This design comes from an exercise in tuning for small area on the open sky130 flow, not from production work.
Where RTL was checked, it was by simulation tests only, not by an equivalence proof against the original.
Only the layout flow was run in runs 2 and 7; the RTL was not checked for function there.
Power is estimated from default activity; no workload was simulated. No driver is modelled on the clock port, so clocking that relies on it looks cheaper here than on a real chip.

### flow/design.v
package demosaic_frame_pkg;
    localparam int FRAME_WIDTH      = 16;    
    localparam int FRAME_HEIGHT     = 10;    
    localparam int MIN_HBLANK       = 4;     
    localparam int MIN_VBLANK_LINES = 3;     
    typedef enum logic [1:0] {
        RGGB = 2'd0,
        GRBG = 2'd1,
        GBRG = 2'd2,
        BGGR = 2'd3
    } bayer_pattern_e;
    localparam bayer_pattern_e BAYER_PATTERN = RGGB;
    localparam int WINDOW_LATENCY = 1;   
    localparam int PIPE_LATENCY   = 5;   
    typedef logic [$clog2(FRAME_HEIGHT + 2)-1:0] row_cnt_t;   
    typedef logic [$clog2(FRAME_WIDTH + 2)-1:0]  col_cnt_t;   
    typedef logic [$clog2(FRAME_WIDTH)-1:0]      col_addr_t;  
endpackage
package demosaic_pixel_pkg;
    localparam int PIX_BITS = 8;
    typedef logic [PIX_BITS-1:0]    pix_t;
    typedef logic [PIX_BITS+1:0]    pix_sum_t;    
    typedef logic [4*PIX_BITS-1:0]  quad_pix_t;   
    typedef logic [25*PIX_BITS-1:0] window_t;     
    typedef enum logic [1:0] {
        SITE_R  = 2'd0,
        SITE_GR = 2'd1,    
        SITE_GB = 2'd2,    
        SITE_B  = 2'd3
    } site_e;
    function automatic logic [PIX_BITS-1:0] quad_pix(input quad_pix_t q, input integer k);
        quad_pix = q[k*PIX_BITS +: PIX_BITS];
    endfunction
    function automatic logic [PIX_BITS-1:0] avg2(input pix_t a, input pix_t b);
        pix_sum_t s;
        s = pix_sum_t'(a) + pix_sum_t'(b);
        avg2 = s[PIX_BITS:1];               
    endfunction
    function automatic logic [PIX_BITS-1:0] avg4(input quad_pix_t q);
        pix_sum_t s;
        s = pix_sum_t'(quad_pix(q, 0)) + pix_sum_t'(quad_pix(q, 1))
          + pix_sum_t'(quad_pix(q, 2)) + pix_sum_t'(quad_pix(q, 3));
        avg4 = s[PIX_BITS+1:2];             
    endfunction
endpackage
`timescale 1ns/1ps
module isp_demosaic (
    input  logic pclk,
    input  logic rst_n,
    input  logic in_vsync,
    input  logic in_href,
    input  demosaic_pixel_pkg::pix_t in_raw,
    output logic out_href,
    output logic out_vsync,
    output demosaic_pixel_pkg::pix_t out_r,
    output demosaic_pixel_pkg::pix_t out_g,
    output demosaic_pixel_pkg::pix_t out_b
);
localparam int D  = 5;     
localparam int SR = 48;    
localparam int GF = 8;     
function automatic logic [8:0] add8(input logic [7:0] a, input logic [7:0] b, input logic cin);
    logic c;
    c = cin;
    for (int i = 0; i < 8; i++) begin
        add8[i] = a[i] ^ b[i] ^ c;
        c = (a[i] & b[i]) | (a[i] & c) | (b[i] & c);
    end
    add8[8] = c;
endfunction
function automatic logic [9:0] add9(input logic [8:0] a, input logic [8:0] b, input logic cin);
    logic c;
    c = cin;
    for (int i = 0; i < 9; i++) begin
        add9[i] = a[i] ^ b[i] ^ c;
        c = (a[i] & b[i]) | (a[i] & c) | (b[i] & c);
    end
    add9[9] = c;
endfunction
function automatic logic [10:0] add10(input logic [9:0] a, input logic [9:0] b, input logic cin);
    logic c;
    c = cin;
    for (int i = 0; i < 10; i++) begin
        add10[i] = a[i] ^ b[i] ^ c;
        c = (a[i] & b[i]) | (a[i] & c) | (b[i] & c);
    end
    add10[10] = c;
endfunction
function automatic logic [17:0] gsel(input logic [7:0] l, input logic [7:0] r,
                                     input logic [7:0] u, input logic [7:0] d);
    logic [8:0] sh, sv, eh, ev;
    logic [7:0] dh, dv;
    logic       lt, gt;
    sh = add8(l, r, 1'b0);
    sv = add8(u, d, 1'b0);
    eh = add8(l, ~r, 1'b1);        
    ev = add8(u, ~d, 1'b1);
    dh = eh[8] ? eh[7:0] : -eh[7:0];
    dv = ev[8] ? ev[7:0] : -ev[7:0];
    lt = dh < dv;
    gt = dv < dh;
    gsel = {gt ? sv : sh, lt ? sh : sv};    
endfunction
function automatic logic [7:0] clamp_sub(input logic [8:0] p, input logic [7:0] m);
    logic [10:0] d;
    d = add10({1'b0, p}, {2'b11, ~m}, 1'b1);    
    clamp_sub = d[9] ? 8'h00 : d[8] ? 8'hff : d[7:0];
endfunction
logic [7:0] raw_d [1:D];
logic [D:1] hr_d;
logic [D:1] vs_d;
always_ff @(posedge pclk) begin
    raw_d[1] <= in_raw;
    for (int k = 2; k <= D; k++)
        raw_d[k] <= raw_d[k-1];
    hr_d <= {hr_d[D-1:1], in_href};
end
always_ff @(posedge pclk or negedge rst_n) begin
    if (!rst_n) begin
        vs_d      <= '0;
        out_vsync <= 1'b0;
    end else begin
        vs_d      <= {vs_d[D-1:1], in_vsync};
        out_vsync <= vs_d[D];
    end
end
logic       vsi, hri;
logic [7:0] rawi;
assign vsi  = vs_d[D];
assign hri  = hr_d[D];
assign rawi = raw_d[D];
logic       active;
logic [3:0] row_cnt;     
logic [4:0] col_cnt;     
logic       flush_row, line_end, slot, shift;
assign flush_row = row_cnt[3] & row_cnt[1];           
assign line_end  = col_cnt[4] & col_cnt[0];           
assign slot      = active & (hri | col_cnt[4] | flush_row);
assign shift     = slot & ~col_cnt[4];
logic       mcol;        
always_ff @(posedge pclk or negedge rst_n) begin
    if (!rst_n) begin
        active  <= 1'b0;
        row_cnt <= '0;
        col_cnt <= '0;
        mcol    <= 1'b0;
    end else if (vsi) begin
        active  <= 1'b1;
        row_cnt <= '0;
        col_cnt <= '0;
        mcol    <= 1'b0;
    end else if (slot) begin
        mcol <= mcol ^ ~line_end;
        if (line_end) begin
            col_cnt <= '0;
            if (row_cnt == 4'd11) begin
                row_cnt <= '0;
                active  <= 1'b0;
            end else
                row_cnt <= row_cnt + 1'b1;
        end else
            col_cnt <= col_cnt + 1'b1;
    end
end
logic [7:0] sr [1:SR];
logic [7:0] tap [0:SR];
always_ff @(posedge pclk) begin
    if (shift) begin
        sr[1] <= rawi;
        for (int k = 2; k <= SR; k++)
            sr[k] <= sr[k-1];
    end
end
always_comb begin
    tap[0] = rawi;
    for (int k = 1; k <= SR; k++)
        tap[k] = sr[k];
end
logic [7:0] up1;
always_ff @(posedge pclk)
    up1 <= tap[48];
logic [7:0] g_in [4];
logic [7:0] g_new, g_top;
logic [7:0] gf [1:GF];    
logic       gf_shift;
logic [8:0] v0, v1, v2, v3;   
logic [8:0] k0, k1, k2;       
logic [17:0] xy;
logic [9:0]  t4, cs_s;
logic [10:0] cs_c, tot;
always_comb begin
    if (mcol) begin       
        g_in[0] = tap[34]; g_in[1] = tap[32]; g_in[2] = up1;     g_in[3] = tap[17];
    end else begin        
        g_in[0] = tap[18]; g_in[1] = tap[16]; g_in[2] = tap[33]; g_in[3] = tap[1];
    end
    xy    = gsel(g_in[0], g_in[1], g_in[2], g_in[3]);
    g_top = gf[GF];
    t4 = mcol ? 10'd0 : {g_top, 2'b00};
    for (int i = 0; i < 10; i++) begin
        logic xi, yi;
        xi = (i < 9) ? xy[9 + i] : 1'b0;
        yi = (i < 9) ? xy[i] : 1'b0;
        cs_s[i]     = xi ^ yi ^ t4[i];
        cs_c[i + 1] = (xi & yi) | (xi & t4[i]) | (yi & t4[i]);
    end
    cs_c[0] = 1'b0;
    tot   = {1'b0, cs_s} + cs_c;
    v0    = tot[10:2];
    g_new = tot[9:2];
end
assign gf_shift = shift & mcol & (|col_cnt);
always_ff @(posedge pclk) begin
    if (gf_shift) begin
        gf[1] <= g_new;
        for (int k = 2; k <= GF; k++)
            gf[k] <= gf[k-1];
    end
end
assign k0 = mcol ? {1'b0, tap[33]} : add8(up1, tap[17], 1'b0);
logic [9:0] a0, a1;
logic [7:0] rawc0;
always_comb begin
    rawc0 = line_end ? tap[33] : tap[34];    
    a0    = add9(k0, k2, 1'b0);
end
always_ff @(posedge pclk) begin
    v1 <= v0;
    v2 <= v1;
    v3 <= v2;
    k1 <= k0;
    k2 <= k1;
    a1 <= a0;
end
logic       valid, border;
logic [1:0] site;         
logic       valid1, border1;
logic [1:0] site1;
logic [7:0] rawc1;
assign valid  = slot & (row_cnt >= 4'd2) & (col_cnt >= 5'd2);
assign border = (row_cnt < 4'd4) | flush_row | (col_cnt < 5'd4) | col_cnt[4];
assign site   = {row_cnt[0], col_cnt[0]};
always_ff @(posedge pclk or negedge rst_n) begin
    if (!rst_n)
        valid1 <= 1'b0;
    else
        valid1 <= valid;
end
always_ff @(posedge pclk) begin
    border1 <= border;
    site1   <= site;
    rawc1   <= rawc0;
end
logic       cgreen;
logic [7:0] g_c;
logic [9:0] w;
logic [7:0] ch1, ch2;
assign cgreen = site1[0] ^ site1[1];
always_comb begin
    w   = add9(v1, v3, 1'b0);                 
    g_c = cgreen ? rawc1 : v2[7:0];
    ch1 = clamp_sub(add8(g_c, cgreen ? a1[8:1] : a1[9:2], 1'b0), cgreen ? w[8:1] : w[9:2]);
    ch2 = clamp_sub(add8(rawc1, k2[8:1], 1'b0), v2[8:1]);    
end
assign out_href = valid1;
always_comb begin
    if (!valid1) begin
        out_r = '0;
        out_g = '0;
        out_b = '0;
    end else if (border1) begin
        out_r = rawc1;
        out_g = rawc1;
        out_b = rawc1;
    end else begin
        case (site1)
            2'd0: begin out_r = rawc1; out_g = g_c;   out_b = ch1;   end
            2'd1: begin out_r = ch1;   out_g = rawc1; out_b = ch2;   end
            2'd2: begin out_r = ch2;   out_g = rawc1; out_b = ch1;   end
            default: begin out_r = ch1; out_g = g_c;  out_b = rawc1; end
        endcase
    end
end
endmodule
### flow/flow/run.sh
#!/bin/bash
# Own flow: the standard layout (standard synthesis unchanged), with plain
# buf_1 cells as the port buffers and no dummy loads in the clock tree.
set -euo pipefail
bash standard.sh \
  "BUFFER_PORTS_ARGS=-buffer_cell sky130_fd_sc_hd__buf_1" \
  "CTS_ARGS=-sink_clustering_enable -repair_clock_nets -buf_list sky130_fd_sc_hd__clkbuf_16 -sink_clustering_size 30 -sink_clustering_max_diameter 100 -dont_use_dummy_load" \
  finish > standard.log 2>&1
### flow/standard.sh
#!/bin/bash
# synth_recipe.tcl (not shown) runs the flow's synth.tcl, then flattens the netlist and writes it again
# the make line also repeats each setting of config.mk as NAME=value (left out here)
make -C /OpenROAD-flow-scripts/flow DESIGN_CONFIG=/design/flow/config.mk WORK_HOME=/design/flow/orfs CLKGATE_MAP_FILE= SYNTH_SCRIPT=/design/flow/synth_recipe.tcl "${@:-finish}"
### flow/config.mk
export PLATFORM = sky130hd
export DESIGN_NAME = isp_demosaic
export DESIGN_NICKNAME = isp_demosaic
export VERILOG_FILES = /design/flow/design.v
export SDC_FILE = /design/flow/constraint.sdc
export NUM_CORES = 4
export LEC_CHECK = 0
export CAP_MARGIN = 20
export CORE_MARGIN = 2
export CORE_UTILIZATION = 40
export CTS_BUF_LIST = sky130_fd_sc_hd__clkbuf_16
export CTS_CLUSTER_DIAMETER = 100
export CTS_CLUSTER_SIZE = 30
export SLEW_MARGIN = 20
### flow/constraint.sdc
create_clock -name core_clock -period 8.0 [get_ports {pclk}]
set_input_delay 1.6000 -clock core_clock [delete_from_list [all_inputs] [get_ports {pclk}]]
set_output_delay 1.6000 -clock core_clock [all_outputs]
set_load 0.01 [all_outputs]
==> notes.md, run 1 <==
status=finished clean; Synth Area in Compound Gates=under 10%; fin. max-slew vios=0; WP depth=19; Syn Area/Cell=roughly 18 sq um; Hold Path Class=register to register; cell accounting for the most synthesized area=edfxtp_1; most used cell, CP=fa_1; post-synthesis sequential area ratio=76.0%; die height=235 um; Worst-Skew Late Latency=around 0.57 ns; cell chain of the critical path=inv_1 > ha_4 > mux2_2 > ha_1 > fa_1 > inv_1 > fa_1 > fa_1 > fa_1 > fa_1 > fa_2 > fa_2 > fa_2 > ha_4 > a21oi_1 > a22oi_1 > nand2_1 > o211a_1 > buf_1; CP max-delay cell=fa_1; clock share of power=about 16%; DP Wirelength=approximately 22 mm; post-synthesis simple-gate area fraction=under 10%; path depth of the worst reg2reg path=30; Post-DRT Antenna Nets=0; Overall Power=between 8 and 9 mW; total CTS buffers=23; reg2reg end=gf[1][7]$_DFFE_PP_; CTS tree=built; final WL=33.0 mm; layout cells sized above 1=7.52%; CTS HTree Levels=1; grt total ovfl=0; clock root buffer=clkbuf_16; critical path startpoint=site1[1]$_DFF_P_; Max Root-Sink Buffers=3; Post-Syn Area=~21000 sq um; WS Path Type=register to output port; Nets=approximately 1400; f_max=130 MHz; core area=roughly 53000 sq um; Worst Path Required=approximately 6.4 ns; Worst slew margin=approximately a quarter; Slew @ Worst Pin=~1.1 ns; RSZ-0062 raised after global routing=false; Synth top area share=a little over three fifths; Worst setup endpoint=out_b[3]; hold slack=approximately 0.31 ns; Critical Path AT=between 6 and 7 ns; Final Setup Violations=0; Crit Path Max Fanout=8; ys flop type=edfxtp_1; via-per-instance ratio=between 4 and 5; RD Place Congestion=approximately 0.84; R2R setup slack=approximately 0.47 ns; wire per inst=17.1 um; Max-Cap Viols=0; number of port buffers=37; family with the most delay on the worst path=adder cells; most frequent cells after synthesis=edfxtp_1 (448), inv_1 (119), dfxtp_1 (118), fa_1 (87), mux2i_1 (63); final period utilization=between 90% and 100%; Logic pwr share=between 40% and 50%; Int Power=roughly 5.7 mW; vias in the first global route=9133; Synth Register Bits=between 500 and 600; max incr delay on CP=~0.50 ns; Yosys Warn Count=6; largest net degree at the start of global routing=between 150 and 200; Pwr Density=roughly 370 nW/um^2; Critical Path Sink Type=output port; DR vias=between 9000 and 10000; Synth area leaders=edfxtp_1 (63%), dfxtp_1 (11%), fa_1 (8.1%), mux2i_1 (2.9%), ha_1 (2.3%); most frequent cell after synthesis=edfxtp_1; asr flop ratio synth=3.08%; P_leak=about 8.5 nW; Post-synth EDFFs=448; first-pass GRT wire length=approximately 52 mm; total iterations of the first detailed-routing run=5; post-route setup slack=~0.28 ns; reg2reg start=mcol$_DFFE_PN0P_; die width=around 240 um; initial core utilization=40.6%; Placement Rows=84; net switching power=~2.9 mW; Final Critical Period=approximately 7.7 ns; largest family of logic cells by synthesized area=adder cells; VDD IR-drop max=327 uV; drc violations=0; initial antenna violation count=1; Sequential Power Share=a little over two fifths; Netlist cell types=49; CP bufs+invs=3; Synth Net Count=1321; total die area=around 55000 sq um; startpoint type of the worst setup path=register; adder-cell share of the synthesized area=approximately a tenth; I/O pin count=38; Clock transition at path regs=0.10 ns; XOR/XNOR share of the synthesized area=0.860%; global-route usage over all layers=roughly an eighth; Sw Ratio=33.6%; count of final hold-check violations=0; mux cell area share after synthesis=4.11%; Synth Instances=1183; Layout Skew=roughly 0.038 ns; Placement Setup Slack=between 0.08 and 0.09 ns; Clock Sinks=584; Iter 0 DRT Violations=~830; P&R area growth vs syn=8.03%
state kept, by name, indices dropped and copies added (netlist names), 2 cells and up:
signal / count
k2: 9
row_cnt: 4
raw_d: 40
v1: 9
sr: 384
gf: 64
v2: 9
v3: 9
rawc1: 8
hr_d: 5
k1: 9
up1: 8
vs_d: 5
site1: 2
a1: 9
col_cnt: 5
logic make-up (layout without fill, tap and decap cells):
group / after synthesis / after routing
and+or+nand+nor: 114 / 114
muxes: 85 / 85
adders and majority gates: 126 / 126
xor gates and xnor gates: 21 / 21
AOI/OAI and AO/OA: 112 / 112
buffers and inverters: 141 / 194
other: 0 / 1
DFF: 584 / 584
per-layer routing:
| layer | vias up | track usage, % | share of wire (%) |
|---|---|---|---|
| met3 | 30 | 1.82 | 2.8 |
| li1 | 4301 | - | - |
| met5 | - | 0 | 0 |
| met4 | 0 | 2.61 | 2.0 |
| met1 | 4674 | 17.9 | 50 |
| met2 | 114 | 18.5 | 45 |
timing repair:
item | 4_1_cts | 5_1_grt
setup buffers | 0 | 6
cloned | 0 | 0
setup endpoints to repair | 16 | 22
hold endpoints to repair | 0 | 0
pin swaps | 0 | 4
gates resized for setup | 6 | 17
hold buffers | 0 | 0
how the worst min path moves through the flow:
stage                                    from  slack [ns]                   to  cells past startpoint
final                     raw_d[4][1]$_DFF_P_        0.31  raw_d[5][1]$_DFF_P_                      0
after global routing      raw_d[4][1]$_DFF_P_        0.32  raw_d[5][1]$_DFF_P_                      0
after CTS                 raw_d[4][1]$_DFF_P_        0.32  raw_d[5][1]$_DFF_P_                      0
after detailed placement      hr_d[3]$_DFF_P_        0.31      hr_d[4]$_DFF_P_                      0
after global placement          k1[6]$_DFF_P_        0.31        k2[6]$_DFF_P_                      0
after floorplan               hr_d[1]$_DFF_P_        0.31      hr_d[2]$_DFF_P_                      0
layout make-up:
cell class	instances	area [sq um]
fill	4659	29600
sequential	584	16300
multi-input combinational	458	4680
tap	688	861
clock buffer	23	576
inverter	119	447
timing repair buffer	52	279
antenna	1	2.50
per-stage QoR:
| step | instance area [sq um] | instances | TNS, ns | util [%] |
|---|---|---|---|---|
| 6_report | 23100 | 1925 | 0 | 43.8 |
| 5_1_grt | 23100 | 1924 | 0 | 43.8 |
| 4_1_cts | 23000 | 1918 | 0 | 43.6 |
| 3_5_place_dp | 22400 | 1895 | 0 | 42.5 |
| 3_3_place_gp | 22400 | 1895 | 0 | 42.5 |
| 2_1_floorplan | 21400 | 1183 | -13.79 | - |
power groups by stage:
| stage | registers [mW] | clock network [mW] | logic (mW) |
|---|---|---|---|
| final | 3.76 | 1.33 | 3.45 |
| after global routing | 3.78 | 1.51 | 3.89 |
| after CTS | 3.76 | 1.41 | 3.38 |
| after detailed placement | 3.83 | 0 | 3.25 |
| after global placement | 3.82 | 0 | 3.24 |
| after floorplan | 3.79 | 0 | 2.45 |
cells in the final DEF, fill, tap and decap left out, drive strengths merged, types with 3 or more instances in the layout:
| cell type | n |
|---|---|
| dfrtp | 18 |
| nor3 | 3 |
| clkbuf | 25 |
| inv | 119 |
| xnor2 | 13 |
| a22oi | 9 |
| a21oi | 38 |
| nor2b | 15 |
| o21ai | 28 |
| nand3 | 4 |
| buf | 50 |
| ha | 39 |
| o31ai | 4 |
| mux2i | 63 |
| nand2 | 36 |
| mux2 | 22 |
| a21o | 6 |
| nand4 | 4 |
| and2 | 4 |
| fa | 87 |
| or3 | 4 |
| a221oi | 8 |
| dfxtp | 118 |
| o211a | 8 |
| edfxtp | 448 |
| nor2 | 27 |
| xor2 | 8 |
| nand2b | 10 |
==> inputs of run 2 (changes only) <==
--- a/flow/design.v
+++ b/flow/design.v
@@ -217,7 +217,7 @@
             gf[k] <= gf[k-1];
     end
 end
-assign k0 = mcol ? {1'b0, tap[33]} : add8(up1, tap[17], 1'b0);
+assign k0 = mcol ? {tap[33], 1'b0} : add8(up1, tap[17], 1'b0);
 logic [9:0] a0, a1;
 logic [7:0] rawc0;
 always_comb begin
@@ -259,7 +259,7 @@
 always_comb begin
     w   = add9(v1, v3, 1'b0);                 
     g_c = cgreen ? rawc1 : v2[7:0];
-    ch1 = clamp_sub(add8(g_c, cgreen ? a1[8:1] : a1[9:2], 1'b0), cgreen ? w[8:1] : w[9:2]);
+    ch1 = clamp_sub(add8(g_c, a1[9:2], 1'b0), cgreen ? w[8:1] : w[9:2]);
     ch2 = clamp_sub(add8(rawc1, k2[8:1], 1'b0), v2[8:1]);    
 end
 assign out_href = valid1;
==> run 2 against run 1 <==
Area after synthesis about the same. Core utilization grew 0.23 points. Synthesized cell count is 1.4% higher. Global-route usage decreased by 0.18 points. Highest routed layer unchanged. Critical path type unchanged. Still clean. Largest power group unchanged. Design area grew 0.32%.
==> notes.md, run 2 <==
status=finished clean; Yosys Warn Count=6; most frequent cell after synthesis=edfxtp_1; Netlist cell types=54; Layout Skew=about 0.053 ns; DR vias=between 9000 and 10000; Filler cells=approximately 4600; hold slack=between 0.3 and 0.4 ns; cell accounting for the most synthesized area=edfxtp_1; CTS tree=built; Max Root-Sink Buffers=3; R2R setup slack=0.35 ns; global-route usage over all layers=a little under an eighth; total die area=between 50000 and 60000 sq um; final period utilization=a little over nine tenths; Worst slew margin=between 30% and 40%; Synth area leaders=edfxtp_1 (63%), dfxtp_1 (11%), fa_1 (8.1%), mux2i_1 (2.5%), ha_1 (2.3%); Final Setup Violations=0; DP Wirelength=approximately 22 mm; biggest regs=sr x384, gf x64, raw_d x40; initial core utilization=between 40% and 50%; family with the most delay on the worst path=adder cells; P&R area growth vs syn=8.49%; Synth Net Count=between 1000 and 1500; Final Critical Period=between 7 and 8 ns; Crit Path Max Fanout=8; die width=roughly 240 um; Nets=between 1000 and 1500; via-per-instance ratio=4.73; cell chain of the critical path=and2_1 > fa_1 > inv_1 > fa_1 > fa_1 > fa_1 > fa_1 > fa_2 > mux2i_1 > fa_2 > fa_1 > fa_1 > fa_2 > ha_4 > a21oi_1 > a22oi_1 > nand2_1 > o211a_1 > buf_2; min-delay src=raw_d[4][1]$_DFF_P_; Clock transition at path regs=0.11 ns; RD Place Congestion=around 0.81; Synth Instances=between 1000 and 1500; post-route setup slack=approximately 0.33 ns; total iterations of the first detailed-routing run=4; post-synthesis sequential area ratio=76.0%; P_leak=8.53 nW; Post-Syn Area=between 20000 and 25000 sq um; startpoint type of the worst setup path=register; Util after Layout=roughly 44%; CP bufs+invs=2; count of final hold-check violations=0; Syn Area/Cell=between 15 and 20 sq um; ys flop type=edfxtp_1; n_diodes=0; asr flop ratio synth=between 3 and 4%; Worst-Skew Late Latency=about 0.57 ns; fin. max-slew vios=0; Clock Sinks=583; CTS HTree Levels=1; Critical Path Sink Type=output port; layout cells sized above 1=7.93%; f_max=130 MHz; Worst Path Required=roughly 6.4 ns; VDD IR-drop max=roughly 270 uV; Synth Register Bits=between 500 and 600; reg2reg end=gf[1][4]$_DFFE_PP_; Biggest register=sr; Placement Rows=84; setup tns final=0 ns; Post-DRT Antenna Nets=0; die height=between 200 and 250 um; RSZ-0062 raised after global routing=false; core area=roughly 53000 sq um; most frequent cells in the layout=edfxtp_1 (448), inv_1 (121), dfxtp_1 (115); Critical Path AT=about 6.1 ns; most used cell, CP=fa_1; initial antenna violation count=0; clock root buffer=clkbuf_16; Hold Path Depth=0; drc violations=0; max reg flops=about 380; Post-synth EDFFs=around 450; Synth top area share=62.9%; first-pass GRT wire length=between 50 and 60 mm; wire per inst=17.0 um; vias in the first global route=between 9000 and 10000; worst min-delay path endpoint=raw_d[5][1]$_DFF_P_; final WL=roughly 33 mm; Hold Path Class=register to register; Iter 0 DRT Violations=between 700 and 800; CP max-delay cell=fa_2; largest net degree at the start of global routing=between 150 and 200; max incr delay on CP=about 0.56 ns; Pwr Density=roughly 380 nW/um^2; WS Path Type=register to output port; total CTS buffers=23; grt total ovfl=0; path depth of the worst reg2reg path=29; CTS Hold Bufs=0; Overall Power=about 8.8 mW; Slew @ Worst Pin=about 0.99 ns; I/O pin count=38; number of port buffers=37; most frequent cells after synthesis=edfxtp_1 (448), inv_1 (121), dfxtp_1 (117), fa_1 (86), mux2i_1 (53); Max-Cap Viols=0; commonest non-fill, non-tap cell in the layout=edfxtp_1; reg2reg start=mcol$_DFFE_PN0P_; Placement Setup Slack=-0.119 ns
-- run 2: through the flow --
stage,std cells,area [sq um]
floorplan,1199,21400
global placement,1916,22400
detailed placement,1916,22400
CTS,1939,23000
global route,1949,23200
finish,1949,23200
-- run 2: metal layers --
metal	global-route usage [%]	part of all wire [%]	up-vias
met5	0	0	-
met4	2.53	2.0	0
met3	1.71	2.7	37
met2	18.9	46	99
met1	17.1	49	4737
li1	-	-	4354
-- run 2: layout make-up --
cell class	count	area, sq um	share of cell area, %
Sequential cell	583	16300	70.1
Multi-Input combinational cell	475	4710	20.3
Tap cell	688	861	3.71
Clock buffer	23	576	2.48
Inverter	121	454	1.96
Timing Repair Buffer	59	338	1.46
-- run 2: how the worst max path moves through the flow --
stage                            from            endpoint  cells past startpoint
2_1_floorplan  row_cnt[3]$_DFFE_PN0P_  gf[1][0]$_DFFE_PP_                      4
3_3_place_gp         mcol$_DFFE_PN0P_  gf[1][4]$_DFFE_PP_                     27
3_5_place_dp         mcol$_DFFE_PN0P_  gf[1][4]$_DFFE_PP_                     27
4_1_cts              site1[0]$_DFF_P_            out_b[6]                     21
5_1_grt              mcol$_DFFE_PN0P_  gf[1][7]$_DFFE_PP_                     27
6_report                v1[0]$_DFF_P_            out_b[0]                     19
-- run 2: cell families after synthesis --
| group | Yosys count | share of synthesized area, % |
|---|---|---|
| compound gates | 119 | 3.78 |
| xor+xnor | 20 | 0.819 |
| fa+ha+maj | 125 | 10.3 |
| buf+inv | 141 | 2.50 |
| flops | 583 | 76.0 |
| mux | 70 | 3.39 |
| simple gates | 141 | 3.17 |
-- run 2: repair_timing --
action | in CTS | in global routing
endpoints found under the setup margin | 18 | 24
resized for setup | 8 | 22
pin swaps | 1 | 5
setup buffers | 0 | 10
-- run 2: power breakdown --
group          total [mW]  internal, mW  leakage, nW  switching, mW
Clock                1.33         0.520        0.283          0.806
Sequential           3.74          3.63         5.48          0.107
Combinational        3.74          1.71         2.77           2.04
Total                8.81          5.86         8.53           2.95
==> inputs of run 3 (changes only) <==
--- a/flow/design.v
+++ b/flow/design.v
@@ -217,12 +217,16 @@
             gf[k] <= gf[k-1];
     end
 end
-assign k0 = mcol ? {tap[33], 1'b0} : add8(up1, tap[17], 1'b0);
-logic [9:0] a0, a1;
-logic [7:0] rawc0;
+assign k0 = mcol ? {1'b0, tap[33]} : add8(up1, tap[17], 1'b0);
+logic [9:0] a0;
+logic [7:0] rawc0, gc0;
+logic [8:0] p0, q0, p1, q1;
 always_comb begin
     rawc0 = line_end ? tap[33] : tap[34];    
-    a0    = add9(k0, k2, 1'b0);
+    a0    = add9(k0, k2, 1'b0);              
+    gc0   = mcol ? rawc0 : v1[7:0];          
+    p0    = add8(gc0, mcol ? a0[8:1] : a0[9:2], 1'b0);
+    q0    = add8(rawc0, k1[8:1], 1'b0);
 end
 always_ff @(posedge pclk) begin
     v1 <= v0;
@@ -230,7 +234,8 @@
     v3 <= v2;
     k1 <= k0;
     k2 <= k1;
-    a1 <= a0;
+    p1 <= p0;
+    q1 <= q0;
 end
 logic       valid, border;
 logic [1:0] site;         
@@ -259,8 +264,8 @@
 always_comb begin
     w   = add9(v1, v3, 1'b0);                 
     g_c = cgreen ? rawc1 : v2[7:0];
-    ch1 = clamp_sub(add8(g_c, a1[9:2], 1'b0), cgreen ? w[8:1] : w[9:2]);
-    ch2 = clamp_sub(add8(rawc1, k2[8:1], 1'b0), v2[8:1]);    
+    ch1 = clamp_sub(p1, cgreen ? w[8:1] : w[9:2]);
+    ch2 = clamp_sub(q1, v2[8:1]);
 end
 assign out_href = valid1;
 always_comb begin
==> run 3 against run 2 <==
Critical endpoint is now out_r[4]. Design area grew 1.4%. Final cell count increased by 0.41%. Largest power group unchanged. Critical path type unchanged. Highest routed layer unchanged. Routed wire length down 1.7%. Die area increased by 1.4%. Clock skew up 0.014 ns. Power decreased by 0.23%.
==> notes.md, run 3 <==
placed insts=around 1900; grt total ovfl=0; most used cell, CP=fa_2; die height=about 240 um; Final Critical Period=approximately 7.7 ns; DP Wirelength=21.6 mm; post-synthesis sequential area ratio=75.8%; VDD IR-drop max=~320 uV; total iterations of the first detailed-routing run=4; number of port buffers=37; P&R area growth vs syn=8.40%; RD Place Congestion=~0.86; R2R setup slack=0.33 ns; Max Root-Sink Buffers=3; Placement Rows=85; Biggest register=sr; Synth area leaders=edfxtp_1 (62%), dfxtp_1 (12%), fa_1 (8.0%), mux2i_1 (2.6%), ha_1 (2.2%); post-route setup slack=around 0.26 ns; P_leak=between 8 and 9 nW; DRT met1 WL=around 17 mm; global-route usage over all layers=around 11%; RSZ-0062 raised after global routing=false; I/O pin count=38; WS Path Type=register to output port; die width=237 um; net switching power=approximately 3 mW; Max-Cap Viols=0; Util after Layout=43.8%; reg2reg end=gf[1][7]$_DFFE_PP_; multi-input logic area=4930 sq um; n_diodes=0; commonest non-fill, non-tap cell in the layout=edfxtp_1; Worst slew margin=about 30%; Sw Ratio=approximately a third; max incr delay on CP=roughly 0.43 ns; wire per inst=between 15 and 20 um; largest net degree at the start of global routing=192; count of final hold-check violations=0; Sequential Power Share=43.8%; clock root buffer=clkbuf_16; Pwr Density=approximately 370 nW/um^2; Nets=approximately 1400; asr flop ratio synth=under 10%; Clock Sinks=between 500 and 600; total die area=56100 sq um; Worst Path Required=~6.4 ns; Critical Path Sink Type=output port; CTS tree=built; most frequent cells after synthesis=edfxtp_1 (448), dfxtp_1 (127), inv_1 (105), fa_1 (87); Post-DRT Antenna Nets=0; initial antenna violation count=0; clock share of power=between 10% and 20%; Crit Path Max Fanout=8; final WL=about 32 mm; Hold Path Depth=0; setup tns final=0 ns; Synth Register Bits=593; status=finished clean; Clock transition at path regs=approximately 0.12 ns; path depth of the worst reg2reg path=29; Int Power=a little under 6 mW; Logic pwr share=between 40% and 50%; final period utilization=96.8%; Sequential cell area=about 16000 sq um; post-route insts no fill=roughly 2000; Post-Syn Area=between 20000 and 25000 sq um; most frequent cells in the layout=edfxtp_1 (448), dfxtp_1 (126), inv_1 (104); Synth Net Count=1348; max reg flops=384; ys flop type=edfxtp_1; hold slack=between 0.3 and 0.4 ns; Syn Area/Cell=17.9 sq um; first-pass GRT wire length=51.0 mm; Netlist cell types=53; CTS HTree Levels=1; layout cells sized above 1=under 10%; vias in the first global route=~9200; cell chain of the critical path=and2_1 > fa_1 > inv_1 > fa_2 > fa_2 > mux2_2 > fa_1 > fa_2 > fa_1 > fa_2 > fa_2 > fa_2 > fa_1 > inv_2 > ha_4 > a21oi_4 > a22oi_1 > o21ai_1 > and2_1 > clkbuf_2; met3 wire len=about 1.1 mm; via-per-instance ratio=approximately 4.7; Synth top area share=62.0%; drc violations=0; Synth Instances=between 1000 and 1500; Hold Path Class=register to register; f_max=between 100 and 150 MHz; most frequent cell after synthesis=edfxtp_1; min-delay src=raw_d[2][1]$_DFF_P_; startpoint type of the worst setup path=register; DR vias=9207; Worst-Skew Late Latency=0.59 ns; Filler cells=roughly 4600; CTS Hold Bufs=0; Post-synth EDFFs=448; Layout Skew=0.0667 ns; Yosys Warn Count=6; cell accounting for the most synthesized area=edfxtp_1; DR top layer=met4; biggest regs=sr x384, gf x64, raw_d x40; core area=about 54000 sq um; initial core utilization=between 40% and 50%; Critical Path AT=6.14 ns; Final Setup Violations=0; worst min-delay path endpoint=raw_d[3][1]$_DFF_P_; reg2reg start=mcol$_DFFE_PN0P_; WL met2=~14 mm; fin. max-slew vios=0; Placement Setup Slack=between 0.15 and 0.2 ns; Slew @ Worst Pin=between 1 and 1.5 ns; total CTS buffers=23; CP max-delay cell=fa_2; Iter 0 DRT Violations=slightly below 700
run 3: cell types whose count changed in the layout (fill, tap and decap cells not counted), moves of 8 or more:
cell      before  now
a21oi_1       27   17
inv_1        121  104
nor2_1        38   24
o21ai_1        1    9
dfxtp_1      115  126
a221oi_1       8    0
nand2_1       46   57
run 3: stage by stage:
step | instance area, sq um | power (mW)
2_1_floorplan | 21700 | 6.25
3_3_place_gp | 22700 | 6.93
3_5_place_dp | 22700 | 7.02
4_1_cts | 23300 | 8.51
5_1_grt | 23500 | 9.41
6_report | 23500 | 8.79
run 3: power groups by stage:
stage / clock [mW] / combinational, mW / sequential [mW]
global route: 1.51 / 4.01 / 3.89
global placement: 0 / 3.02 / 3.92
finish: 1.34 / 3.59 / 3.85
CTS: 1.41 / 3.24 / 3.86
detailed placement: 0 / 3.09 / 3.93
floorplan: 0 / 2.37 / 3.88
run 3: cell type report:
| type | instances | share of cell area (%) |
|---|---|---|
| tap | 696 | 3.70 |
| clock buffer | 23 | 2.45 |
| inverter | 105 | 1.68 |
| sequential | 593 | 70.0 |
| timing repair buffer | 54 | 1.25 |
| multi-input combinational | 486 | 21.0 |
run 3: worst max-delay path by stage:
stage | from | to | slack, ns | cells after the start
after global routing | mcol$_DFFE_PN0P_ | gf[1][7]$_DFFE_PP_ | 0.002 | 29
final | v1[0]$_DFF_P_ | out_r[4] | 0.26 | 20
after floorplan | col_cnt[4]$_DFFE_PN0P_ | gf[1][0]$_DFFE_PP_ | -0.22 | 5
after CTS | v1[0]$_DFF_P_ | out_r[2] | 0.01 | 20
after detailed placement | mcol$_DFFE_PN0P_ | gf[1][7]$_DFFE_PP_ | 0.18 | 28
after global placement | mcol$_DFFE_PN0P_ | gf[1][7]$_DFFE_PP_ | 0.30 | 28
run 3: cell families after synthesis:
family | count (synthesis) | share of synthesized area, %
mux | 77 | 3.67
xor+xnor | 21 | 0.848
compound gates | 122 | 3.81
buf+inv | 131 | 2.28
simple gates | 140 | 3.29
flops | 593 | 75.8
fa+ha+maj | 126 | 10.3
run 3: repair_timing:
action                                  CTS  global route
pin swaps                                 1             8
resized for setup                        13            39
endpoints found under the setup margin   16            22
setup buffers                             0             8
run 3: critical path, delay by kind of cell, from the launching register on:
| kind | cells | cell delay, ns |
|---|---|---|
| AOI/OAI and AO/OA | 3 | 0.43 |
| muxes | 1 | 0.28 |
| adders and majority gates | 11 | 3.86 |
| DFF | 1 | 0.36 |
| buffers and inverters | 3 | 0.29 |
| and+or+nand+nor | 2 | 0.31 |
run 3: metal layers:
layer | vias to the layer above | GRT usage, %
met3 | 42 | 1.71
met2 | 114 | 17.6
met4 | 0 | 2.45
met5 | - | 0
met1 | 4671 | 17.5
li1 | 4380 | -
==> inputs of run 4 (changes only) <==
--- a/flow/design.v
+++ b/flow/design.v
@@ -220,13 +220,12 @@
 assign k0 = mcol ? {1'b0, tap[33]} : add8(up1, tap[17], 1'b0);
 logic [9:0] a0;
 logic [7:0] rawc0, gc0;
-logic [8:0] p0, q0, p1, q1;
+logic [8:0] p0, p1;
 always_comb begin
     rawc0 = line_end ? tap[33] : tap[34];    
     a0    = add9(k0, k2, 1'b0);              
     gc0   = mcol ? rawc0 : v1[7:0];          
     p0    = add8(gc0, mcol ? a0[8:1] : a0[9:2], 1'b0);
-    q0    = add8(rawc0, k1[8:1], 1'b0);
 end
 always_ff @(posedge pclk) begin
     v1 <= v0;
@@ -235,7 +234,6 @@
     k1 <= k0;
     k2 <= k1;
     p1 <= p0;
-    q1 <= q0;
 end
 logic       valid, border;
 logic [1:0] site;         
@@ -265,7 +263,7 @@
     w   = add9(v1, v3, 1'b0);                 
     g_c = cgreen ? rawc1 : v2[7:0];
     ch1 = clamp_sub(p1, cgreen ? w[8:1] : w[9:2]);
-    ch2 = clamp_sub(q1, v2[8:1]);
+    ch2 = clamp_sub(add8(rawc1, k2[8:1], 1'b0), v2[8:1]);    
 end
 assign out_href = valid1;
 always_comb begin
==> run 4 against run 3 <==
Still clean. Register-to-register slack better by 0.05 ns. Hold slack lost 0.0062 ns. Sequential share of layout area is 0.12 points lower. Worst setup slack got worse by 0.041 ns. Via count is 0.77% higher. First-iteration DRC count up 15%. Die area shrank 0.71%. Synthesized cell count increased by 0.91%. Design area down 0.91%. Fmax fell by 0.53%. Area after synthesis fell by 0.73%. Non-clock buffer count did not move. Critical path type unchanged. Largest cell class unchanged. Largest power group unchanged. Highest routed layer unchanged.
==> notes.md, run 4 <==
status=finished clean; first-pass GRT wire length=50.7 mm; cell chain of the critical path=and2_1 > fa_1 > inv_1 > fa_1 > fa_2 > mux2_2 > fa_1 > fa_1 > fa_2 > fa_2 > fa_1 > fa_1 > fa_1 > inv_2 > ha_4 > a21oi_2 > a22oi_1 > o21ai_0 > and2_1 > buf_1; final period utilization=between 90% and 100%; cell accounting for the most synthesized area=edfxtp_1; VDD IR-drop max=281 uV; count of final hold-check violations=0; post-route setup slack=approximately 0.22 ns; Placement Rows=85; via-per-instance ratio=approximately 4.7; Critical Path Sink Type=output port; P&R area growth vs syn=8.20%; initial antenna violation count=3; global-route usage over all layers=between 10% and 20%; total CTS buffers=23; Critical Path AT=between 6 and 7 ns; Hold Path Class=register to register; wire per inst=between 15 and 20 um; CTS HTree Levels=1; RD Place Congestion=between 0.8 and 0.9; CTS Hold Bufs=0; Final Critical Period=between 7 and 8 ns; Layout Skew=0.0536 ns; asr flop ratio synth=roughly 3.1%; Synth Instances=roughly 1200; core area=~53000 sq um; vias in the first global route=around 9200; Worst Path Required=around 6.4 ns; Iter 0 DRT Violations=about 780; Pwr Density=362 nW/um^2; Placement Setup Slack=-0.0833 ns; Yosys Warn Count=6; Netlist cell types=slightly below 50; max reg flops=approximately 380; total iterations of the first detailed-routing run=7; max incr delay on CP=around 0.45 ns; largest net degree at the start of global routing=just over 200; Synth area leaders=edfxtp_1 (62%), dfxtp_1 (11%), fa_1 (8.1%), mux2i_1 (2.7%), ha_1 (2.3%); WS Path Type=register to output port; Nets=approximately 1400; most frequent cells after synthesis=edfxtp_1 (448), inv_1 (126), dfxtp_1 (118), fa_1 (87), mux2i_1 (58); Clock Sinks=584; die width=roughly 240 um; clock root buffer=clkbuf_16; RSZ-0062 raised after global routing=false; CTS tree=built; startpoint type of the worst setup path=register; post-synthesis sequential area ratio=75.5%; number of port buffers=37; Post-synth EDFFs=~450; Max Root-Sink Buffers=3; Final Setup Violations=0; I/O pin count=38; grt total ovfl=0; biggest regs=sr x384, gf x64, raw_d x40; DR vias=9278; most used cell, CP=fa_1; fin. max-slew vios=0; Biggest register=sr; Post-Syn Area=around 22000 sq um; f_max=128 MHz; Slew @ Worst Pin=between 1 and 1.5 ns; die height=roughly 240 um; Worst-Skew Late Latency=0.57 ns; Synth top area share=62.5%; drc violations=0; layout cells sized above 1=around 7.6%; Worst slew margin=33.2%; Clock transition at path regs=between 0.1 and 0.15 ns; Synth Register Bits=around 580; most frequent cell after synthesis=edfxtp_1; setup tns final=0 ns; Max-Cap Viols=0; ys flop type=edfxtp_1; commonest non-fill, non-tap cell in the layout=edfxtp_1; total die area=55700 sq um; Post-DRT Antenna Nets=0; most frequent cells in the layout=edfxtp_1 (448), inv_1 (125), dfxtp_1 (117); final WL=32.1 mm; Syn Area/Cell=between 15 and 20 sq um; initial core utilization=40.3%; CP max-delay cell=fa_2; P_leak=8.52 nW; Synth Net Count=1359; hold slack=roughly 0.33 ns; DP Wirelength=roughly 21 mm; Util after Layout=between 40% and 50%; Crit Path Max Fanout=8; n_diodes=0
-- run 4: final cells by class --
cell class | count | area [sq um]
clock buffer | 23 | 576
fill | 4657 | 30200
inverter | 126 | 473
multi-input combinational | 485 | 4790
sequential | 584 | 16300
tap | 696 | 871
timing repair buffer | 54 | 319
-- run 4: critical path, delay by kind of cell, from the launching register on --
family	cells	cell delay, ns
buffers and inverters	3	0.31
adders and majority gates	11	3.93
AOI/OAI and AO/OA	3	0.43
muxes	1	0.29
and+or+nand+nor	2	0.30
DFF	1	0.37
-- run 4: what timing repair did --
item                       in CTS  in global routing
pin swaps                       1                  3
setup endpoints to repair      17                 24
resized for setup              11                 24
setup buffers                   1                  5
-- run 4: cell families (layout without fill, tap and decap cells) --
group	after synthesis	in the layout	share of synthesized area, %
compound gates	126	126	3.95
mux	76	76	3.65
fa+ha+maj	126	126	10.4
buf+inv	152	203	2.68
flops	584	584	75.5
xor+xnor	19	19	0.773
simple gates	138	138	3.04
-- run 4: final timing paths --
kind	start	endpoint	slack (ns)	cells after the start
min in group asynchronous	rst_n	row_cnt[0]$_DFFE_PN0P_	1.00	2
worst max register to register	mcol$_DFFE_PN0P_	gf[1][7]$_DFFE_PP_	0.38	29
worst min register to register	raw_d[1][4]$_DFF_P_	raw_d[2][4]$_DFF_P_	0.33	0
max in group asynchronous	rst_n	mcol$_DFFE_PN0P_	6.69	2
worst max-delay path	v1[0]$_DFF_P_	out_r[3]	0.22	20
worst min-delay path	raw_d[1][4]$_DFF_P_	raw_d[2][4]$_DFF_P_	0.33	0
-- run 4: per-layer routing --
layer  wire (um)  global-route usage, %  vias up
met5           0                      0        -
met4         874                   3.18        0
met3        1160                   1.67       39
met2       14000                   17.2      139
met1       16100                   17.5     4703
li1            -                      -     4397
-- run 4: metrics by stage --
stage	area [sq um]	cells	power [mW]
floorplan	21600	1221	6.19
global placement	22600	1938	6.80
detailed placement	22600	1938	6.92
CTS	23200	1962	8.41
global route	23300	1968	9.07
finish	23300	1968	8.44
-- run 4: report_power, final --
| group | internal [mW] | total, mW | switching, mW |
|---|---|---|---|
| logic | 1.45 | 3.32 | 1.88 |
| clock network | 0.520 | 1.34 | 0.818 |
| registers | 3.65 | 3.78 | 0.130 |
==> inputs of run 5 (changes only) <==
==> flow/flow/run.sh (replaced) <==
#!/bin/bash
# Own flow: the standard layout (standard synthesis unchanged), with plain
# buf_1 cells as the port buffers and no dummy loads in the clock tree.
set -euo pipefail
bash standard.sh \
  "BUFFER_PORTS_ARGS=-buffer_cell sky130_fd_sc_hd__buf_1" \
  "CTS_ARGS=-sink_clustering_enable -repair_clock_nets -buf_list sky130_fd_sc_hd__clkbuf_16 -sink_clustering_size 34 -sink_clustering_max_diameter 100 -dont_use_dummy_load" \
  finish > standard.log 2>&1
==> run 5 against run 4 <==
Still clean on timing, DRC and antenna. Global-route usage barely moved. Count of clock-buffer cells in the layout fell by 2. Design area decreased by 0.25%. Routed wire length shrank 0.17%. Largest cell class unchanged. Highest routed layer unchanged.
==> notes.md, run 5 <==
critical path startpoint=v1[0]$_DFF_P_; mux cell area share after synthesis=3.65%; Hold Path Class=register to register; layout cells sized above 1=between 7 and 8%; count of final hold-check violations=0; VDD IR-drop max=roughly 280 uV; grt total ovfl=0; path depth of the worst reg2reg path=26; Sw Ratio=approximately 34%; I/O pin count=38; Post-synth EDFFs=approximately 450; Util after Layout=between 40% and 50%; largest net degree at the start of global routing=203; reg2reg end=gf[1][6]$_DFFE_PP_; Netlist cell types=49; vias in the first global route=approximately 9200; Synth Instances=around 1200; Synth Register Bits=584; XOR/XNOR share of the synthesized area=0.773%; Critical Path Sink Type=output port; post-route design area=approximately 23000 sq um; Yosys Warn Count=6; clock share of power=15.2%; adder-cell share of the synthesized area=between 10% and 20%; Clock transition at path regs=~0.12 ns; Worst slew margin=between 20% and 30%; initial core utilization=40.3%; Clock Sinks=between 500 and 600; clock root buffer=clkbuf_16; wire per inst=between 15 and 20 um; final WL=32.1 mm; most frequent cells after synthesis=edfxtp_1 (448), inv_1 (126), dfxtp_1 (118), fa_1 (87), mux2i_1 (58); total CTS buffers=21; Worst setup endpoint=out_r[3]; Nets=1411; Filler cells=4670; global-route usage over all layers=between 10% and 20%; Placement Rows=85; ys flop type=edfxtp_1; Logic pwr share=~40%; WS Path Type=register to output port; Layout Skew=~0.061 ns; Biggest register=sr; biggest regs=sr x384, gf x64, raw_d x40; Placement Setup Slack=-0.0833 ns; total iterations of the first detailed-routing run=5; CTS Hold Bufs=0; startpoint type of the worst setup path=register; Max-Cap Viols=0; Max Root-Sink Buffers=3; post-synthesis sequential area ratio=between 70% and 80%; post-synthesis simple-gate area fraction=between 3 and 4%; Pwr Density=roughly 360 nW/um^2; R2R setup slack=around 0.31 ns; Syn Area/Cell=roughly 18 sq um; CTS tree=built; cell accounting for the most synthesized area=edfxtp_1; die width=about 240 um; Synth top area share=62.5%; Overall Power=between 8 and 9 mW; Final Critical Period=7.78 ns; f_max=128 MHz; Synth Net Count=~1400; Critical Path AT=about 6.2 ns; asr flop ratio synth=about 3.1%; Cell Area, Placed=about 23000 sq um; status=finished clean; via-per-instance ratio=~4.7; RD Place Congestion=between 0.8 and 0.9; Synth Area in Compound Gates=just under 4%; fin. max-slew vios=0; first-pass GRT wire length=slightly above 50 mm; Post-Syn Area=21500 sq um; Sequential Power Share=44.9%; Int Power=about 5.6 mW; Final Setup Violations=0; Crit Path Max Fanout=8; total die area=55700 sq um; Post-DRT Antenna Nets=0; drc violations=0; Iter 0 DRT Violations=791; P&R area growth vs syn=7.93%; commonest non-fill, non-tap cell in the layout=edfxtp_1; number of port buffers=37; max reg flops=384; core area=roughly 53000 sq um; DP Wirelength=approximately 21 mm; DR vias=a little over 9000; die height=236 um; Worst-Skew Late Latency=between 0.5 and 0.6 ns; CTS HTree Levels=1; post-route setup slack=about 0.22 ns; Slew @ Worst Pin=around 1.1 ns; n_diodes=0; Synth area leaders=edfxtp_1 (62%), dfxtp_1 (11%), fa_1 (8.1%), mux2i_1 (2.7%), ha_1 (2.3%); net switching power=between 2 and 3 mW; reg2reg start=mcol$_DFFE_PN0P_; largest family of logic cells by synthesized area=adder cells; most frequent cells in the layout=edfxtp_1 (448), inv_1 (125), dfxtp_1 (117); Worst Path Required=between 6 and 7 ns; initial antenna violation count=3; P_leak=8.50 nW; most frequent cell after synthesis=edfxtp_1; final period utilization=a little over nine tenths
-- run 5: layer usage --
| layer | share of wire [%] | track usage, % | vias up |
|---|---|---|---|
| met2 | 44 | 17.2 | 145 |
| met3 | 3.4 | 1.84 | 35 |
| met1 | 50 | 17.6 | 4665 |
| li1 | - | - | 4394 |
| met5 | 0 | 0 | - |
| met4 | 2.4 | 2.88 | 0 |
-- run 5: worst min path at each step --
stage                         from                   to  slack (ns)  cells after the start
2_1_floorplan      hr_d[1]$_DFF_P_      hr_d[2]$_DFF_P_        0.31                      0
3_5_place_dp   raw_d[2][0]$_DFF_P_  raw_d[3][0]$_DFF_P_        0.31                      0
6_report             v2[8]$_DFF_P_        v3[8]$_DFF_P_        0.31                      0
5_1_grt              v2[8]$_DFF_P_        v3[8]$_DFF_P_        0.31                      0
3_3_place_gp         k1[6]$_DFF_P_        k2[6]$_DFF_P_        0.31                      0
4_1_cts              v2[8]$_DFF_P_        v3[8]$_DFF_P_        0.31                      0
-- run 5: layout make-up --
type	instances	area (sq um)	area share, %
inverters	126	473	2.03
clock buffers	21	526	2.26
multi-input cells	485	4790	20.6
flip-flops and latches	584	16300	70.0
well taps	696	871	3.75
repair buffers	55	307	1.32
-- run 5: cell families (layout without fill, tap and decap cells) --
group / after synthesis / after routing
flip-flops: 584 / 584
buffers and inverters: 152 / 202
AND/OR/NAND/NOR: 138 / 138
adder cells (fa/ha/maj): 126 / 126
AO/OA/AOI/OAI: 126 / 126
multiplexers: 76 / 76
XOR/XNOR: 19 / 19
-- run 5: power by group through the flow --
stage	Clock (mW)	Combinational (mW)	Sequential, mW
final	1.28	3.36	3.78
after CTS	1.35	3.22	3.79
after floorplan	0	2.39	3.80
after detailed placement	0	3.06	3.86
after global routing	1.44	3.80	3.81
after global placement	0	2.95	3.85
-- run 5: timing repair --
item	CTS	global route
setup endpoints to repair	17	25
setup buffers	1	7
pin swaps	1	4
gates resized for setup	11	26
-- run 5: worst max-delay path, stage by stage, from the launching register on --
cell	delay (ns)
dfxtp_4	0.37
and2_1	0.16
fa_1	0.35
inv_1	0.07
fa_1	0.19
fa_2	0.45
mux2_2	0.29
fa_1	0.41
fa_1	0.40
fa_2	0.36
fa_2	0.35
fa_1	0.38
fa_1	0.39
fa_1	0.40
inv_2	0.09
ha_4	0.25
a21oi_2	0.16
a22oi_1	0.10
o21ai_0	0.17
and2_1	0.14
buf_1	0.15
-- run 5: per-stage QoR --
stage	hold WS [ns]	setup TNS, ns	std cells
finish	0.310	0	1967
global route	0.312	-0.0558	1967
CTS	0.311	0	1960
detailed placement	0.312	-0.0833	1938
global placement	0.310	0	1938
floorplan	0.310	-14.22	1221
==> inputs of run 6 (changes only) <==
==> flow/flow/run.sh (replaced) <==
#!/bin/bash
# Own flow: the standard layout (standard synthesis unchanged), with plain
# buf_1 cells as the port buffers and no dummy loads in the clock tree.
set -euo pipefail
bash standard.sh \
  "BUFFER_PORTS_ARGS=-buffer_cell sky130_fd_sc_hd__buf_1" \
  "CTS_ARGS=-sink_clustering_enable -repair_clock_nets -buf_list sky130_fd_sc_hd__clkbuf_16 -sink_clustering_size 40 -sink_clustering_max_diameter 60 -dont_use_dummy_load" \
  finish > standard.log 2>&1
--- a/flow/config.mk
+++ b/flow/config.mk
@@ -11,4 +11,5 @@
 export CTS_BUF_LIST = sky130_fd_sc_hd__clkbuf_16
 export CTS_CLUSTER_DIAMETER = 100
 export CTS_CLUSTER_SIZE = 30
+export PLACE_DENSITY = 0.75
 export SLEW_MARGIN = 20
==> run 6 against run 5 <==
Via count is 1.7% higher. Clock skew is 0.00061 ns higher. Final cell count is 0.15% higher. Global-route usage hardly changed. Non-clock buffer count is 4 lower. Flip-flop and latch count stayed put. Area after synthesis stayed put. Fmax is 0.84% higher. Register-to-register slack worse by 0.02 ns. Hold slack better by 0.017 ns. Largest cell class unchanged. Largest power group unchanged.
==> notes.md, run 6 <==
Netlist cell types=49; Sequential cell area=16300 sq um; total die area=55700 sq um; die width=236 um; Final Setup Violations=0; initial core utilization=roughly two fifths; mux cell area share after synthesis=under 10%; commonest non-fill, non-tap cell in the layout=edfxtp_1; ys flop type=edfxtp_1; drc violations=0; Worst-Skew Late Latency=roughly 0.59 ns; via-per-instance ratio=4.77; CTS tree=built; RD Place Congestion=approximately 0.87; Nets=roughly 1400; status=finished clean; Post-DRT Antenna Nets=0; Syn Area/Cell=about 18 sq um; f_max=130 MHz; adder-cell share of the synthesized area=roughly 10%; total CTS buffers=28; largest net degree at the start of global routing=between 150 and 200; number of port buffers=37; Synth Instances=between 1000 and 1500; Clock Sinks=approximately 600; final WL=between 30 and 40 mm; Post-Syn Area=21500 sq um; post-route setup slack=approximately 0.28 ns; Final Critical Period=7.72 ns; WS Path Type=register to output port; Placement Rows=85; RSZ-0062 raised after global routing=true; Synth Area in Compound Gates=under 10%; multi-input logic area=4810 sq um; Synth Net Count=~1400; die height=roughly 240 um; core area=~53000 sq um; Iter 0 DRT Violations=~840; Synth top area share=between 60% and 70%; wire per inst=between 15 and 20 um; Worst slew margin=between 30% and 40%; Clock transition at path regs=around 0.090 ns; Critical Path Sink Type=output port; Max Root-Sink Buffers=3; most frequent cells in the layout=edfxtp_1 (448), inv_1 (125), dfxtp_1 (117); startpoint type of the worst setup path=register; most frequent cell after synthesis=edfxtp_1; Yosys Warn Count=6; count of final hold-check violations=0; DR vias=9398; layout cells sized above 1=about 7.9%; CTS Hold Bufs=0; Crit Path Max Fanout=8; asr flop ratio synth=3.08%; grt total ovfl=0; vias in the first global route=9325; R2R setup slack=roughly 0.29 ns; VDD IR-drop max=between 300 and 400 uV; Pwr Density=around 370 nW/um^2; largest family of logic cells by synthesized area=adder cells; Max-Cap Viols=0; P_leak=roughly 8.6 nW; Filler cells=roughly 4600; global-route usage over all layers=between 10 and 15%; biggest regs=sr x384, gf x64, raw_d x40; clock root buffer=clkbuf_16; first-pass GRT wire length=slightly above 50 mm; Synth area leaders=edfxtp_1 (62%), dfxtp_1 (11%), fa_1 (8.1%), mux2i_1 (2.7%), ha_1 (2.3%); XOR/XNOR share of the synthesized area=less than 1%; total iterations of the first detailed-routing run=5; n_diodes=0; Layout Skew=around 0.061 ns; Worst Path Required=roughly 6.4 ns; Slew @ Worst Pin=roughly 1.0 ns; Overall Power=around 8.7 mW; Hold Path Class=register to register; most frequent cells after synthesis=edfxtp_1 (448), inv_1 (126), dfxtp_1 (118), fa_1 (87), mux2i_1 (58); Biggest register=sr; Synth Register Bits=between 500 and 600; cell accounting for the most synthesized area=edfxtp_1; initial antenna violation count=3; max reg flops=384; P&R area growth vs syn=8.68%; Critical Path AT=approximately 6 ns; DP Wirelength=roughly 21 mm; final period utilization=a little under 100%; CTS HTree Levels=1; I/O pin count=38; post-synthesis sequential area ratio=75.5%; setup tns final=0 ns; Post-synth EDFFs=448; Placement Setup Slack=-0.0355 ns; post-synthesis simple-gate area fraction=roughly 3.0%; fin. max-slew vios=0
run 6: per-layer routing:
metal  part of all wire (%)  track usage [%]  up-vias
li1                       -                -     4399
met1                     49             17.2     4755
met2                     44             17.4      192
met3                    4.3             1.88       52
met4                    2.4             2.80        0
met5                      0                0        -
run 6: metrics by stage:
step | cell area, sq um | hold WS [ns] | std cells | util (%)
CTS | 23300 | 0.330 | 1966 | 43.6
global route | 23400 | 0.323 | 1970 | 43.7
floorplan | 21600 | 0.310 | 1221 | -
detailed placement | 22600 | 0.312 | 1938 | 42.2
finish | 23400 | 0.327 | 1970 | 43.7
global placement | 22600 | 0.310 | 1938 | 42.2
run 6: layout make-up:
class	instances	area share [%]
well taps	696	3.72
flip-flops and latches	584	69.5
inverters	126	2.02
clock buffers	28	2.99
repair buffers	51	1.17
multi-input cells	485	20.6
run 6: report_power, final:
| group | internal, mW | switching (mW) |
|---|---|---|
| clock | 0.623 | 0.818 |
| sequential | 3.65 | 0.128 |
| combinational | 1.49 | 1.95 |
| total | 5.76 | 2.90 |
run 6: cells by family (layout without fill, tap and decap cells):
logic type | Yosys count | in the layout
AOI/OAI and AO/OA | 126 | 126
xor gates and xnor gates | 19 | 19
adders and majority gates | 126 | 126
buffers and inverters | 152 | 205
DFF | 584 | 584
muxes | 76 | 76
and+or+nand+nor | 138 | 138
run 6: worst paths after layout:
| kind | from | to | depth (start not counted) |
|---|---|---|---|
| worst max-delay path | v1[0]$_DFF_P_ | out_r[0] | 20 |
| worst min-delay path | raw_d[3][2]$_DFF_P_ | raw_d[4][2]$_DFF_P_ | 0 |
| worst max register to register | mcol$_DFFE_PN0P_ | gf[1][7]$_DFFE_PP_ | 31 |
| worst min register to register | raw_d[3][2]$_DFF_P_ | raw_d[4][2]$_DFF_P_ | 0 |
| max in group asynchronous | rst_n | mcol$_DFFE_PN0P_ | 2 |
| min in group asynchronous | rst_n | col_cnt[4]$_DFFE_PN0P_ | 2 |
run 6: worst max-delay path: stages (launching register included):
cell     delay [ns]
dfxtp_2        0.36
and2_1         0.14
fa_1           0.16
inv_1          0.05
fa_2           0.34
fa_1           0.39
fa_2           0.36
fa_2           0.35
fa_1           0.39
fa_1           0.40
fa_1           0.45
mux2_2         0.29
fa_1           0.41
fa_1           0.39
inv_2          0.09
ha_4           0.25
a21oi_2        0.18
a22oi_1        0.10
o21ai_0        0.18
and2_1         0.14
buf_1          0.15
run 6: repair_timing:
action / 4_1_cts / 5_1_grt
endpoints found under the setup margin: 17 / 22
resized for setup: 14 / 23
pin swaps: 0 / 4
setup buffers: 0 / 4
==> inputs of run 7 (changes only) <==
--- a/flow/design.v
+++ b/flow/design.v
@@ -56,7 +56,7 @@
     output demosaic_pixel_pkg::pix_t out_g,
     output demosaic_pixel_pkg::pix_t out_b
 );
-localparam int D  = 5;     
+localparam int D  = 6;     
 localparam int SR = 48;    
 localparam int GF = 8;     
 function automatic logic [8:0] add8(input logic [7:0] a, input logic [7:0] b, input logic cin);
@@ -117,13 +117,12 @@
 end
 always_ff @(posedge pclk or negedge rst_n) begin
     if (!rst_n) begin
-        vs_d      <= '0;
-        out_vsync <= 1'b0;
+        vs_d <= '0;
     end else begin
-        vs_d      <= {vs_d[D-1:1], in_vsync};
-        out_vsync <= vs_d[D];
-    end
-end
+        vs_d <= {vs_d[D-1:1], in_vsync};
+    end
+end
+assign out_vsync = vs_d[D];
 logic       vsi, hri;
 logic [7:0] rawi;
 assign vsi  = vs_d[D];
@@ -143,12 +142,12 @@
         active  <= 1'b0;
         row_cnt <= '0;
         col_cnt <= '0;
-        mcol    <= 1'b0;
+        mcol    <= 1'b1;
     end else if (vsi) begin
         active  <= 1'b1;
         row_cnt <= '0;
         col_cnt <= '0;
-        mcol    <= 1'b0;
+        mcol    <= 1'b1;
     end else if (slot) begin
         mcol <= mcol ^ ~line_end;
         if (line_end) begin
@@ -176,9 +175,6 @@
     for (int k = 1; k <= SR; k++)
         tap[k] = sr[k];
 end
-logic [7:0] up1;
-always_ff @(posedge pclk)
-    up1 <= tap[48];
 logic [7:0] g_in [4];
 logic [7:0] g_new, g_top;
 logic [7:0] gf [1:GF];    
@@ -190,9 +186,9 @@
 logic [10:0] cs_c, tot;
 always_comb begin
     if (mcol) begin       
-        g_in[0] = tap[34]; g_in[1] = tap[32]; g_in[2] = up1;     g_in[3] = tap[17];
+        g_in[0] = tap[33]; g_in[1] = tap[31]; g_in[2] = tap[48]; g_in[3] = tap[16];
     end else begin        
-        g_in[0] = tap[18]; g_in[1] = tap[16]; g_in[2] = tap[33]; g_in[3] = tap[1];
+        g_in[0] = tap[17]; g_in[1] = tap[15]; g_in[2] = tap[32]; g_in[3] = tap[0];
     end
     xy    = gsel(g_in[0], g_in[1], g_in[2], g_in[3]);
     g_top = gf[GF];
@@ -209,7 +205,7 @@
     v0    = tot[10:2];
     g_new = tot[9:2];
 end
-assign gf_shift = shift & mcol & (|col_cnt);
+assign gf_shift = shift & mcol & (col_cnt != 5'd15);
 always_ff @(posedge pclk) begin
     if (gf_shift) begin
         gf[1] <= g_new;
@@ -217,12 +213,12 @@
             gf[k] <= gf[k-1];
     end
 end
-assign k0 = mcol ? {1'b0, tap[33]} : add8(up1, tap[17], 1'b0);
+assign k0 = mcol ? {1'b0, tap[32]} : add8(tap[48], tap[16], 1'b0);
 logic [9:0] a0;
 logic [7:0] rawc0, gc0;
 logic [8:0] p0, p1;
 always_comb begin
-    rawc0 = line_end ? tap[33] : tap[34];    
+    rawc0 = tap[33];
     a0    = add9(k0, k2, 1'b0);              
     gc0   = mcol ? rawc0 : v1[7:0];          
     p0    = add8(gc0, mcol ? a0[8:1] : a0[9:2], 1'b0);
@@ -240,9 +236,9 @@
 logic       valid1, border1;
 logic [1:0] site1;
 logic [7:0] rawc1;
-assign valid  = slot & (row_cnt >= 4'd2) & (col_cnt >= 5'd2);
-assign border = (row_cnt < 4'd4) | flush_row | (col_cnt < 5'd4) | col_cnt[4];
-assign site   = {row_cnt[0], col_cnt[0]};
+assign valid  = slot & (row_cnt >= 4'd2) & (|col_cnt) & ~line_end;
+assign border = (row_cnt < 4'd4) | flush_row | (col_cnt < 5'd3) | (col_cnt >= 5'd15);
+assign site   = {row_cnt[0], ~col_cnt[0]};
 always_ff @(posedge pclk or negedge rst_n) begin
     if (!rst_n)
         valid1 <= 1'b0;
==> flow/run.sh (new file) <==
#!/bin/bash
# synth_recipe.tcl (not shown) runs the flow's synth.tcl, then flattens the netlist and writes it again
# the make line also repeats each setting of config.mk as NAME=value (left out here)
make -C /OpenROAD-flow-scripts/flow DESIGN_CONFIG=/design/flow/config.mk WORK_HOME=/design/flow/orfs CLKGATE_MAP_FILE= SYNTH_SCRIPT=/design/flow/synth_recipe.tcl finish
--- a/flow/config.mk
+++ b/flow/config.mk
@@ -11,5 +11,4 @@
 export CTS_BUF_LIST = sky130_fd_sc_hd__clkbuf_16
 export CTS_CLUSTER_DIAMETER = 100
 export CTS_CLUSTER_SIZE = 30
-export PLACE_DENSITY = 0.75
 export SLEW_MARGIN = 20
removed: flow/flow/run.sh
removed: flow/standard.sh
==> run 7 against run 6 <==
Power rose by 2.1%. Critical path depth unchanged. Flip-flop and latch count is 1 higher. Clock skew is 0.038 ns lower. Core utilization is 0.54 points higher. Non-clock buffer count increased by 2. Count of clock-buffer cells in the layout down 5. Sequential share of layout area decreased by 0.76 points.
==> notes.md, run 7 <==
status=finished clean; largest net degree at the start of global routing=around 200; WS Path Type=register to output port; DRT met1 WL=about 17 mm; final WL=~34 mm; CTS Hold Bufs=0; post-synthesis sequential area ratio=between 70% and 80%; Max-Cap Viols=0; first-pass GRT wire length=between 50 and 60 mm; Synth Register Bits=just under 600; Syn Area/Cell=17.8 sq um; via-per-instance ratio=approximately 4.7; n_diodes=0; max reg flops=approximately 380; total die area=roughly 56000 sq um; Placement Setup Slack=-0.0383 ns; commonest non-fill, non-tap cell in the layout=edfxtp_1; Worst slew margin=around 28%; die height=approximately 240 um; max incr delay on CP=between 0.4 and 0.5 ns; Filler cells=approximately 4700; post-route design area=approximately 24000 sq um; Post-Syn Area=~22000 sq um; RD Place Congestion=between 0.8 and 0.9; most used cell, CP=fa_2; ys flop type=edfxtp_1; total CTS buffers=23; Post-synth EDFFs=448; Yosys Warn Count=6; DP Wirelength=around 23 mm; Netlist cell types=50; biggest regs=sr x384, gf x64, raw_d x48; count of final hold-check violations=0; most frequent cells in the layout=edfxtp_1 (448), inv_1 (141), dfxtp_1 (118); final period utilization=between 90% and 100%; Hold Path Class=register to register; cell chain of the critical path=and2_1 > fa_1 > inv_1 > fa_2 > fa_1 > mux2_2 > fa_2 > fa_2 > fa_2 > fa_2 > fa_2 > fa_2 > fa_1 > inv_1 > ha_4 > a21oi_4 > a22oi_1 > o21ai_1 > and2_1 > dlygate4sd2_1; Iter 0 DRT Violations=~720; drc violations=0; Synth Net Count=around 1400; Synth area leaders=edfxtp_1 (62%), dfxtp_1 (11%), fa_1 (8.1%), mux2i_1 (2.5%), ha_1 (2.3%); CP bufs+invs=3; Slew @ Worst Pin=between 1 and 1.5 ns; Crit Path Max Fanout=8; layout cells sized above 1=under 10%; most frequent cells after synthesis=edfxtp_1 (448), inv_1 (126), dfxtp_1 (119), fa_1 (87), nand2_1 (55); WL met2=15.3 mm; initial antenna violation count=3; Post-DRT Antenna Nets=0
-- run 7: cell types whose count changed after synthesis, moves of 3 or more --
cell,previous run,this run
nor2_1,27,17
o21bai_1,3,0
o31ai_1,3,6
nand3_1,4,8
o21ai_0,36,27
a21o_1,4,7
a21oi_1,25,22
mux2i_1,58,54
buf_1,6,3
-- run 7: layout make-up --
class	instances	area (sq um)	share of cell area (%)
clock buffers	23	576	2.43
clock inverters	18	86.3	0.364
inverters	126	473	2.00
multi-input cells	477	4880	20.6
flip-flops and latches	585	16300	68.8
well taps	696	871	3.68
repair buffers	53	512	2.16
-- run 7: what timing repair did --
item                                    CTS  global route
pin swaps                                 3            11
endpoints found under the setup margin   18            27
gates resized for setup                  40            34
cloned                                    0             0
buffers inserted                          0             4
-- run 7: worst reg2reg max path: cells and delay by family, from the launching register on --
| kind | cells | cell delay (ns) |
|---|---|---|
| adder cells (fa/ha/maj) | 11 | 4.00 |
| XOR/XNOR | 1 | 0.18 |
| AND/OR/NAND/NOR | 4 | 0.95 |
| multiplexers | 2 | 0.61 |
| flip-flops | 1 | 0.69 |
| AO/OA/AOI/OAI | 5 | 0.92 |
| buffers and inverters | 3 | 0.17 |
-- run 7: path summary, 6_finish.rpt --
check,start,to,slack [ns],depth (start not counted)
setup / recovery,v1[0]$_DFF_P_,out_r[7],0.26,20
hold / removal,raw_d[3][1]$_DFF_P_,raw_d[4][1]$_DFF_P_,0.32,0
setup reg to reg,mcol$_DFFE_PN1P_,gf[1][6]$_DFFE_PP_,0.27,26
hold reg to reg,raw_d[3][1]$_DFF_P_,raw_d[4][1]$_DFF_P_,0.32,0
max in group asynchronous,rst_n,vs_d[3]$_DFF_PN0_,5.86,1
min in group asynchronous,rst_n,col_cnt[0]$_DFFE_PN0P_,1.56,1
-- run 7: layer usage --
| metal | vias to the layer above | global-route usage (%) |
|---|---|---|
| li1 | 4381 | - |
| met1 | 4746 | 18.3 |
| met2 | 124 | 19.0 |
| met3 | 33 | 1.92 |
| met4 | 0 | 2.45 |
| met5 | - | 0 |
-- run 7: stage by stage --
stage	hold WS (ns)	utilization, %	setup TNS (ns)	instances
after floorplan	0.310	-	0	1213
final	0.319	44.3	0	1978
after global placement	0.310	42.7	0	1933
after detailed placement	0.312	42.7	-0.0519	1933
after global routing	0.329	44.3	-0.00300	1978
after CTS	0.323	44.1	0	1974
-- run 7: kinds of logic after synthesis --
logic type                 share of synthesized area (%)
DFF                                                 75.6
AOI/OAI and AO/OA                                   3.67
adders and majority gates                           10.3
buffers and inverters                               2.64
muxes                                               3.43
and+or+nand+nor                                     3.44
xor gates and xnor gates                           0.894
-- run 7: power by group --
group	switching, mW	internal [mW]	leakage (nW)
registers	0.136	3.69	5.51
clock network	0.834	0.537	0.379
logic	2.04	1.61	3.12
total	3.01	5.84	9.00
